From an optimization exercise on the open Yosys and OpenROAD flow, aimed at small area, a short achievable clock period and few clock cycles per item; shortcuts taken in it are not production practice. Function was checked by simulation only, so behaviour that the tests miss may differ from the original. Power is estimated from default activity; no workload was simulated.

## iter_multiplier
module iter_multiplier (
    input  logic        clk,
    input  logic        rst_n,
    input  logic        mul_start,
    input  logic [63:0] a,
    input  logic [63:0] b,
    input  logic [1:0]  op,
    input  logic        word,
    input  logic        next,
    output logic [63:0] mul_result,
    output logic        mul_ok,
    output logic        busy
);
clock: 7.5 ns
lec_check: 0
cap_margin: 20
core_margin: 2
core_utilization: 40
setup_slack_margin: 4.5
slew_margin: 20
standard.sh (not shown) runs the stock make flow with config.mk's settings and CLKGATE_MAP_FILE= SYNTH_SCRIPT=/design/flow/synth_recipe.tcl, a recipe that flattens the netlist after the stock synthesis.
==> flow/flow/run.sh <==
#!/bin/bash
set -e
export BUFFER_PORTS_ARGS="-buffer_cell sky130_fd_sc_hd__buf_2"
bash standard.sh > standard.log 2>&1
Testbench counts at the start, summed over its fixed seeds: cycles 23,924, items 2,400.
Edit:
--- a/flow/design.v
+++ b/flow/design.v
@@ -1119,56 +1119,51 @@
     assign hhc[26] = hhg4_25;
     assign hhc[27] = hhg4_26;
     assign hhc[28] = hhg4_27;
     assign hhc[29] = hhg4_28;
     assign hhc[30] = hhg4_29;
     assign hhc[31] = hhg4_30;
     assign hhc[32] = hhg4_31;
     wire [31:0] hh = hhp ^ hhc[31:0];
     wire c32 = hlc[32];
-    logic [63:0] b_d;
+    logic [63:0] b_d, b_e, b_sh;
     always_comb begin
-        b_d = b_q;
-        if (idle) begin
-            b_d = b;
-        end else if (inc_q) begin
-            b_d[63:32] = b_q[63:32] + 32'd1;
-        end else if (busy_q) begin
-            if (fix_q && fixop_q) begin
-                b_d = {hh, hl};
-            end else begin
-                b_d = {low9[7:0], b_q[63:8]};
-                if (word_q) b_d[31:24] = low9[7:0];
-                if (word_q && fix_q) b_d[63:32] = {32{low9[7]}};
-            end
-        end
+        b_e = b_q;
+        if (idle) b_e = b;
+        else if (inc_q) b_e[63:32] = b_q[63:32] + 32'd1;
+        b_sh = {low9[7:0], b_q[63:8]};
+        if (word_q) b_sh[31:24] = low9[7:0];
+        if (word_q && fix_q) b_sh[63:32] = {32{low9[7]}};
+        if (fix_q && fixop_q) b_d = {hh, hl};
+        else if (busy_q && !inc_q) b_d = b_sh;
+        else b_d = b_e;
     end
     wire last = word_q ? (cnt_q == 3'd3) : (cnt_q == 3'd7);
     always_ff @(posedge clk) begin
         b_q <= b_d;
         if (idle) begin
             a_q     <= a;
             a64_q   <= a64_in;
             b64_q   <= b_sgn_in & b[63];
             s_q     <= {3'b000, b[0] ? ~a : 64'b0};
             c_q     <= {(b[0] & !a64_in) ? 3'b011 : 3'b100, 64'b0};
             cy_q    <= b[0];
             cnt_q   <= 3'd0;
             word_q  <= word;
             fixop_q <= !word && (op != 2'b00);
         end else begin
             s_q    <= ts[74:8];
             c_q    <= tc[74:8];
-            lo_s_q <= ts[7:0];
-            lo_c_q <= tc[7:0];
             if (cnt_q != 3'd0 || fix_q) cy_q <= low9[8];
             cnt_q <= cnt_q + 3'd1;
         end
+        lo_s_q <= ts[7:0];    
+        lo_c_q <= tc[7:0];
         one_q <= one_d;
         two_q <= two_d;
         neg_q <= neg_d;
         one_h_q <= (calc && last) ? 4'b0 : one_d;
         two_h_q <= (calc && last) ? 4'b0 : two_d;
         neg_h_q <= (calc && last) ? 4'b0 : neg_d;
     end
     always_ff @(posedge clk or negedge rst_n) begin
         if (!rst_n) begin
Clock power goes down by about 3%.
Hold slack degrades by 0.052 ns.
Power drops by 8.3%.
Routed wire length is lower by 6.7%.
Synthesized area came out higher by 0.41%.
Utilization fell by 0.14 points.
Critical path depth shrinks by 1.
Worst setup slack improves by 0.040 ns.
Count of clock-buffer cells in the layout fell by 10.
Final area hardly moves.
Testbench counts after the change, summed over its fixed seeds: cycles 23,924, items 2,400.

========
iter_multiplier again, from the RTL that the note above started with.
Settings: LEC_CHECK=0, CAP_MARGIN=20, CORE_MARGIN=2, CORE_UTILIZATION=40, SETUP_SLACK_MARGIN=4.7, SLEW_MARGIN=20; clock period 7.5 ns.
Scripts as last shown in full above: flow/flow/run.sh
Testbench counts at the start, summed over its fixed seeds: cycles 23,924, items 2,400.
Then changed:
--- a/flow/design.v
+++ b/flow/design.v
@@ -1117,60 +1117,55 @@
     assign hhc[24] = hhg4_23;
     assign hhc[25] = hhg4_24;
     assign hhc[26] = hhg4_25;
     assign hhc[27] = hhg4_26;
     assign hhc[28] = hhg4_27;
     assign hhc[29] = hhg4_28;
     assign hhc[30] = hhg4_29;
     assign hhc[31] = hhg4_30;
     assign hhc[32] = hhg4_31;
     wire [31:0] hh = hhp ^ hhc[31:0];
     wire c32 = hlc[32];
-    logic [63:0] b_d;
+    logic [63:0] b_d, b_e, b_sh;
     always_comb begin
-        b_d = b_q;
-        if (idle) begin
-            b_d = b;
-        end else if (inc_q) begin
-            b_d[63:32] = b_q[63:32] + 32'd1;
-        end else if (busy_q) begin
-            if (fix_q && fixop_q) begin
-                b_d = {hh, hl};
-            end else begin
-                b_d = {low9[7:0], b_q[63:8]};
-                if (word_q) b_d[31:24] = low9[7:0];
-                if (word_q && fix_q) b_d[63:32] = {32{low9[7]}};
-            end
-        end
+        b_e = b_q;
+        if (idle) b_e = b;
+        else if (inc_q) b_e[63:32] = b_q[63:32] + 32'd1;
+        b_sh = {low9[7:0], b_q[63:8]};
+        if (word_q) b_sh[31:24] = low9[7:0];
+        if (word_q && fix_q) b_sh[63:32] = {32{low9[7]}};
+        if (fix_q && fixop_q) b_d = {hh, hl};
+        else if (busy_q && !inc_q) b_d = b_sh;
+        else b_d = b_e;
     end
     wire last = word_q ? (cnt_q == 3'd3) : (cnt_q == 3'd7);
     always_ff @(posedge clk) begin
         b_q <= b_d;
         if (idle) begin
             a_q     <= a;
             a64_q   <= a64_in;
             b64_q   <= b_sgn_in & b[63];
             s_q     <= {3'b000, b[0] ? ~a : 64'b0};
             c_q     <= {(b[0] & !a64_in) ? 3'b011 : 3'b100, 64'b0};
             cy_q    <= b[0];
             cnt_q   <= 3'd0;
             word_q  <= word;
             fixop_q <= !word && (op != 2'b00);
         end else begin
             s_q    <= ts[74:8];
             c_q    <= tc[74:8];
-            lo_s_q <= ts[7:0];
-            lo_c_q <= tc[7:0];
             if (cnt_q != 3'd0 || fix_q) cy_q <= low9[8];
             cnt_q <= cnt_q + 3'd1;
         end
+        lo_s_q <= ts[7:0];    
+        lo_c_q <= tc[7:0];
         one_q <= one_d;
         two_q <= two_d;
         neg_q <= neg_d;
         one_h_q <= (calc && last) ? 4'b0 : one_d;
         two_h_q <= (calc && last) ? 4'b0 : two_d;
         neg_h_q <= (calc && last) ? 4'b0 : neg_d;
     end
     always_ff @(posedge clk or negedge rst_n) begin
         if (!rst_n) begin
             busy_q <= 1'b0;
             fix_q  <= 1'b0;
Result: Core utilization barely changes. Cell count came out higher by 1.1%. Register-to-register slack gets better by 0.06 ns. Wire length goes down by 6.6%. Via count drops by 0.62%. Clock power hardly moves. Power is lower by 9.1%. First-iteration DRC count shrinks by 13%. Global-route usage falls by 1.8 points. Sequential share of layout area went down by 0.60 points. Design area is higher by 0.39%. Worst setup slack is better by 0.058 ns. Synthesized area goes up by 0.41%. Non-clock buffer count grows by 2.
Testbench counts after the change, summed over its fixed seeds: cycles 23,924, items 2,400.

==> what the ideal ports hide <==
How much do the figures lean on ideal ports? The routed layouts below were timed once more, with nothing changed but the port constraints. Step 1, drivers: a clkbuf_16 drives clk and a buf_2 each remaining input, both assumed. Step 2 also shifts input and output timing later by t, the mid clock arrival at the registers, as if the neighbouring blocks saw the same clock. a / b / c = ideal ports / drivers / drivers and shift; a / b = the first two.
| run | shift t [ns] | setup WS [ns] | hold slack, ns | clock arrival spread, ns | pins driven straight from the clock port |
|---|---|---|---|---|---|
| the first run of note 1 | 0.618 | 4.531 / 4.531 / 4.248 | 0.465 / 0.465 / 0.465 | 0.034 / 0.034 | 1 |
| the second run of note 1 | 0.623 | 4.571 / 4.571 / 4.517 | 0.413 / 0.413 / 0.413 | 0.021 / 0.021 | 1 |
| the first run of note 2 | 0.624 | 4.594 / 4.594 / 4.445 | 0.483 / 0.483 / 0.483 | 0.020 / 0.020 | 1 |
| the second run of note 2 | 0.632 | 4.653 / 4.653 / 4.230 | 0.402 / 0.402 / 0.402 | 0.020 / 0.020 | 1 |
After both steps every run listed still meets setup and hold. For the second run of note 2, which loses most, drivers alone change the setup slack by 0.000 ns; drivers and shift together by -0.423 ns.
